From an optimization exercise on the open Yosys and OpenROAD flow, aimed at small area; shortcuts taken in it are not production practice.
Only simulation tests tie the RTL to the original design; equivalence was not proved.

==> flow/design.v <==
package snake_pkg;
    typedef logic [4:0] cx_t;
    typedef logic [3:0] cy_t;
    localparam cx_t LAST_X = 5'd19;
    localparam cy_t LAST_Y = 4'd14;
    localparam cx_t HEAD_X  = 5'd9;    
    localparam cy_t HEAD_Y  = 4'd7;
    localparam cx_t BODY0_X = 5'd8;    
    localparam cy_t BODY0_Y = 4'd7;
    localparam cx_t BODY1_X = 5'd7;    
    localparam cy_t BODY1_Y = 4'd7;
    localparam cx_t FOOD_X  = 5'd13;   
    localparam cy_t FOOD_Y  = 4'd5;
    localparam cx_t CNT_X   = 5'd0;    
    localparam cy_t CNT_Y   = 4'd14;
    localparam int NSEG = 14;          
endpackage
`timescale 1ns/1ps
module snake_head_step (
    input  logic              Clk_Snake,
    input  logic              reset,
    input  logic [2:0]        dir,
    output snake_pkg::cx_t    hx,
    output snake_pkg::cy_t    hy
);
    always_ff @(posedge Clk_Snake or posedge reset) begin
        if (reset) begin
            hx <= snake_pkg::HEAD_X;
            hy <= snake_pkg::HEAD_Y;
        end else begin
            case (dir)
                3'd1: hy <= (hy == 4'd0) ? snake_pkg::LAST_Y : hy - 4'd1;
                3'd2: hy <= (hy == snake_pkg::LAST_Y) ? 4'd0 : hy + 4'd1;
                3'd3: hx <= (hx == 5'd0) ? snake_pkg::LAST_X : hx - 5'd1;
                3'd4: hx <= (hx == snake_pkg::LAST_X) ? 5'd0 : hx + 5'd1;
                default: ;
            endcase
        end
    end
endmodule
`timescale 1ns/1ps
module snake_body_shift (
    input  logic                              Clk_Snake,
    input  logic                              reset,
    input  logic [2:0]                        dir,
    input  snake_pkg::cx_t                    hx,
    input  snake_pkg::cy_t                    hy,
    output logic [snake_pkg::NSEG-1:0][4:0] bx,
    output logic [snake_pkg::NSEG-1:0][3:0] by,
    output logic                              same0
);
    logic shift;
    assign shift = (dir != 3'd0) && (dir != 3'd5);
    always_ff @(posedge Clk_Snake or posedge reset) begin
        if (reset) begin
            bx[0] <= snake_pkg::BODY0_X;
            by[0] <= snake_pkg::BODY0_Y;
            bx[1] <= snake_pkg::BODY1_X;
            by[1] <= snake_pkg::BODY1_Y;
            same0 <= 1'b0;
        end else if (shift) begin
            same0 <= dir[2] && dir[1];    
            bx[0] <= hx;
            by[0] <= hy;
            bx[1] <= bx[0];
            by[1] <= by[0];
        end
    end
    always_ff @(posedge Clk_Snake) begin
        if (shift) begin
            bx[snake_pkg::NSEG-1:2] <= bx[snake_pkg::NSEG-2:1];
            by[snake_pkg::NSEG-1:2] <= by[snake_pkg::NSEG-2:1];
        end
    end
endmodule
`timescale 1ns/1ps
module snake_food_keeper (
    input  logic              Clk_Snake,
    input  logic              reset,
    input  snake_pkg::cx_t    hx,
    input  snake_pkg::cy_t    hy,
    output snake_pkg::cx_t    fx,
    output snake_pkg::cy_t    fy,
    output logic [7:0]        food_count,
    output logic [3:0]        len
);
    snake_pkg::cx_t cx;    
    snake_pkg::cy_t cy;
    logic           eat;
    assign eat = (hx == fx) && (hy == fy);
    always_ff @(posedge Clk_Snake or posedge reset) begin
        if (reset) begin
            cx <= snake_pkg::CNT_X;
            cy <= snake_pkg::CNT_Y;
        end else begin
            cx <= (cx == snake_pkg::LAST_X) ? 5'd0 : cx + 5'd1;
            cy <= (cy == 4'd0) ? snake_pkg::LAST_Y : cy - 4'd1;
        end
    end
    always_ff @(posedge Clk_Snake or posedge reset) begin
        if (reset) begin
            fx         <= snake_pkg::FOOD_X;
            fy         <= snake_pkg::FOOD_Y;
            food_count <= 8'd0;
            len        <= 4'd3;
        end else if (eat) begin
            fx         <= cx;
            fy         <= cy;
            food_count <= food_count + 8'd1;
            if (len != 4'd15)
                len <= len + 4'd1;
        end
    end
endmodule
`timescale 1ns/1ps
module snake_pixel_hit (
    input  logic [9:0]                        sx,
    input  logic [9:0]                        sy,
    input  snake_pkg::cx_t                    hx,
    input  snake_pkg::cy_t                    hy,
    input  logic [snake_pkg::NSEG-1:0][4:0] bx,
    input  logic [snake_pkg::NSEG-1:0][3:0] by,
    input  logic                              same0,
    input  snake_pkg::cx_t                    fx,
    input  snake_pkg::cy_t                    fy,
    input  logic [3:0]                        len,
    output logic                              head_draw,
    output logic                              snake_draw,
    output logic                              collide,
    output logic                              food_draw
);
    logic            in_cell;
    snake_pkg::cx_t  px;
    snake_pkg::cy_t  py;
    logic [snake_pkg::NSEG-1:0] live;    
    logic [snake_pkg::NSEG-1:0] hit;
    logic [snake_pkg::NSEG-1:0] bite;
    assign px     = sx[9:5];
    assign py     = sy[8:5];
    assign in_cell = (sx[4:0] != 5'd0) && (sy[4:0] != 5'd0) && !sy[9];
    always_comb begin
        for (int i = 0; i < snake_pkg::NSEG; i++) begin
            live[i] = (i < 2) || (i + 2 <= int'(len));
            hit[i]  = live[i] && (bx[i] == px) && (by[i] == py);
            if (i == 0)
                bite[i] = same0;
            else
                bite[i] = live[i] && (bx[i] == hx) && (by[i] == hy);
        end
    end
    assign head_draw  = in_cell && (hx == px) && (hy == py);
    assign food_draw  = in_cell && (fx == px) && (fy == py);
    assign snake_draw = in_cell && (|hit);
    assign collide    = (len >= 4'd5) && (|bite);
endmodule
`timescale 1ns/1ps
module snake_game_top (
    input  logic       Clk_Snake,
    input  logic       reset,
    input  logic [9:0] sx,
    input  logic [9:0] sy,
    input  logic [2:0] dir,
    output logic       head_draw,
    output logic       snake_draw,
    output logic       collide,
    output logic       food_draw,
    output logic [7:0] food_count
);
    snake_pkg::cx_t                       hx, fx;
    snake_pkg::cy_t                       hy, fy;
    logic [snake_pkg::NSEG-1:0][4:0] bx;
    logic [snake_pkg::NSEG-1:0][3:0] by;
    logic [3:0]                           len;
    logic                                 same0;
    snake_head_step u_head_step (
        .Clk_Snake (Clk_Snake),
        .reset     (reset),
        .dir       (dir),
        .hx        (hx),
        .hy        (hy)
    );
    snake_food_keeper u_food_keeper (
        .Clk_Snake  (Clk_Snake),
        .reset      (reset),
        .hx         (hx),
        .hy         (hy),
        .fx         (fx),
        .fy         (fy),
        .food_count (food_count),
        .len        (len)
    );
    snake_body_shift u_body_shift (
        .Clk_Snake (Clk_Snake),
        .reset     (reset),
        .dir       (dir),
        .hx        (hx),
        .hy        (hy),
        .bx        (bx),
        .by        (by),
        .same0     (same0)
    );
    snake_pixel_hit u_pixel_hit (
        .sx         (sx),
        .sy         (sy),
        .hx         (hx),
        .hy         (hy),
        .bx         (bx),
        .by         (by),
        .same0      (same0),
        .fx         (fx),
        .fy         (fy),
        .len        (len),
        .head_draw  (head_draw),
        .snake_draw (snake_draw),
        .collide    (collide),
        .food_draw  (food_draw)
    );
endmodule
Settings: LEC_CHECK=0, CAP_MARGIN=0, CORE_MARGIN=2, CORE_UTILIZATION=40, SLEW_MARGIN=0; clock period 7.0 ns.
standard.sh (not shown) runs the stock make flow with config.mk's settings and CLKGATE_MAP_FILE= SYNTH_SCRIPT=/design/flow/synth_recipe.tcl, a recipe that flattens the netlist after the stock synthesis.
==> flow/flow/run.sh <==
#!/bin/bash
# Layout with the standard flow, changed in a few places:
#  - port buffers are sky130_fd_sc_hd__buf_2 (the default picks a larger cell),
#  - clock tree synthesis arguments are set here (no dummy loads),
#  - synthesis leaves adders to abc (no extract_fa / adder techmap), and its
#    abc mapping runs the area script flow/abc_area.abc (see flow/synth_area.tcl).
# The make run writes its full output to make_finish.log in the work folder.
set -euo pipefail
bash standard.sh \
    "BUFFER_PORTS_ARGS=-buffer_cell sky130_fd_sc_hd__buf_2" \
    "CTS_ARGS=-sink_clustering_enable -repair_clock_nets -dont_use_dummy_load -buf_list sky130_fd_sc_hd__clkbuf_8" \
    "ADDER_MAP_FILE=" \
    "SYNTH_SCRIPT=$PWD/flow/synth_area.tcl" \
    finish > make_finish.log 2>&1
==> flow/flow/abc_area.abc <==
strash
dc2
dch -f
map -a
strash
dc2
dch -f
map -a
&get -n
&st
&dch -f
&nf -a -R 1000
&put
==> flow/flow/synth_area.tcl <==
# The standard flow's synthesis script (synth_recipe.tcl), with one change: the abc
# technology mapping runs the area-oriented script abc_area.abc, which sits
# beside this file, instead of ORFS's abc_speed.script.
proc synth {args} { yosys synth -nofsm -noshare {*}$args }
proc abc {args} {
    set i [lsearch -exact $args -script]
    if { $i >= 0 } {
        lset args [expr { $i + 1 }] [file join [file dirname $::env(SYNTH_SCRIPT)] abc_area.abc]
    }
    yosys abc {*}$args
}
source $::env(SCRIPTS_DIR)/synth.tcl
# left out here: clear keep_hierarchy, flatten, clean up, hide names made inside functions, write 1_2_yosys.v
The starting point finished clean.
==> next run, changes <==
--- a/flow/design.v
+++ b/flow/design.v
@@ -81,9 +81,9 @@
     input  snake_pkg::cy_t    hy,
     output snake_pkg::cx_t    fx,
     output snake_pkg::cy_t    fy,
     output logic [7:0]        food_count,
-    output logic [3:0]        len
+    output logic              len_full
 );
     snake_pkg::cx_t cx;    
     snake_pkg::cy_t cy;
     logic           eat;
@@ -101,15 +101,15 @@
         if (reset) begin
             fx         <= snake_pkg::FOOD_X;
             fy         <= snake_pkg::FOOD_Y;
             food_count <= 8'd0;
-            len        <= 4'd3;
+            len_full   <= 1'b0;
         end else if (eat) begin
             fx         <= cx;
             fy         <= cy;
             food_count <= food_count + 8'd1;
-            if (len != 4'd15)
-                len <= len + 4'd1;
+            if (food_count == 8'd11)
+                len_full <= 1'b1;
         end
     end
 endmodule
 `timescale 1ns/1ps
@@ -122,9 +122,10 @@
     input  logic [snake_pkg::NSEG-1:0][3:0] by,
     input  logic                              same0,
     input  snake_pkg::cx_t                    fx,
     input  snake_pkg::cy_t                    fy,
-    input  logic [3:0]                        len,
+    input  logic [3:0]                        eaten,       
+    input  logic                              len_full,
     output logic                              head_draw,
     output logic                              snake_draw,
     output logic                              collide,
     output logic                              food_draw
@@ -139,9 +140,9 @@
     assign py     = sy[8:5];
     assign in_cell = (sx[4:0] != 5'd0) && (sy[4:0] != 5'd0) && !sy[9];
     always_comb begin
         for (int i = 0; i < snake_pkg::NSEG; i++) begin
-            live[i] = (i < 2) || (i + 2 <= int'(len));
+            live[i] = (i < 2) || len_full || (i - 1 <= int'(eaten));
             hit[i]  = live[i] && (bx[i] == px) && (by[i] == py);
             if (i == 0)
                 bite[i] = same0;
             else
@@ -150,9 +151,9 @@
     end
     assign head_draw  = in_cell && (hx == px) && (hy == py);
     assign food_draw  = in_cell && (fx == px) && (fy == py);
     assign snake_draw = in_cell && (|hit);
-    assign collide    = (len >= 4'd5) && (|bite);
+    assign collide    = (len_full || eaten >= 4'd2) && (|bite);    
 endmodule
 `timescale 1ns/1ps
 module snake_game_top (
     input  logic       Clk_Snake,
@@ -169,9 +170,9 @@
     snake_pkg::cx_t                       hx, fx;
     snake_pkg::cy_t                       hy, fy;
     logic [snake_pkg::NSEG-1:0][4:0] bx;
     logic [snake_pkg::NSEG-1:0][3:0] by;
-    logic [3:0]                           len;
+    logic                                 len_full;
     logic                                 same0;
     snake_head_step u_head_step (
         .Clk_Snake (Clk_Snake),
         .reset     (reset),
@@ -186,9 +187,9 @@
         .hy         (hy),
         .fx         (fx),
         .fy         (fy),
         .food_count (food_count),
-        .len        (len)
+        .len_full   (len_full)
     );
     snake_body_shift u_body_shift (
         .Clk_Snake (Clk_Snake),
         .reset     (reset),
@@ -208,9 +209,10 @@
         .by         (by),
         .same0      (same0),
         .fx         (fx),
         .fy         (fy),
-        .len        (len),
+        .eaten      (food_count[3:0]),
+        .len_full   (len_full),
         .head_draw  (head_draw),
         .snake_draw (snake_draw),
         .collide    (collide),
         .food_draw  (food_draw)
What happened:
- sequential share of layout area drops by 0.48 points
- cell count climbs by 1.2%
- via count hardly moves
- die area drops by 0.83%
- final area drops by 0.68%
- non-clock buffer count climbs by 1
- worst setup slack gets better by 0.12 ns

port drivers added, routing unchanged:
How much do the figures lean on ideal ports? The routed layouts below were timed once more, with nothing changed but the port constraints. Step 1, drivers: a clkbuf_16 drives Clk_Snake and a buf_2 each remaining input, both assumed. Step 2 times the ports against the registers' clock, not the clock port: input delays grow and output delays shrink by t, the midpoint of the rising clock arrivals with the driver on. a / b / c = ideal ports / drivers / drivers and shift; a / b = the first two.
| run | shift t [ns] | slack for setup (ns) | worst setup path after step 2 |
|---|---|---|---|
| the first run | 0.504 | 1.523 / 1.490 / 1.490 | input to output |
| the second run | 0.494 | 1.638 / 1.598 / 1.696 | input to output |
After both steps setup and hold are still met in every run listed. For the first run, which loses most, drivers alone change the setup slack by -0.033 ns; drivers and shift together by -0.033 ns.
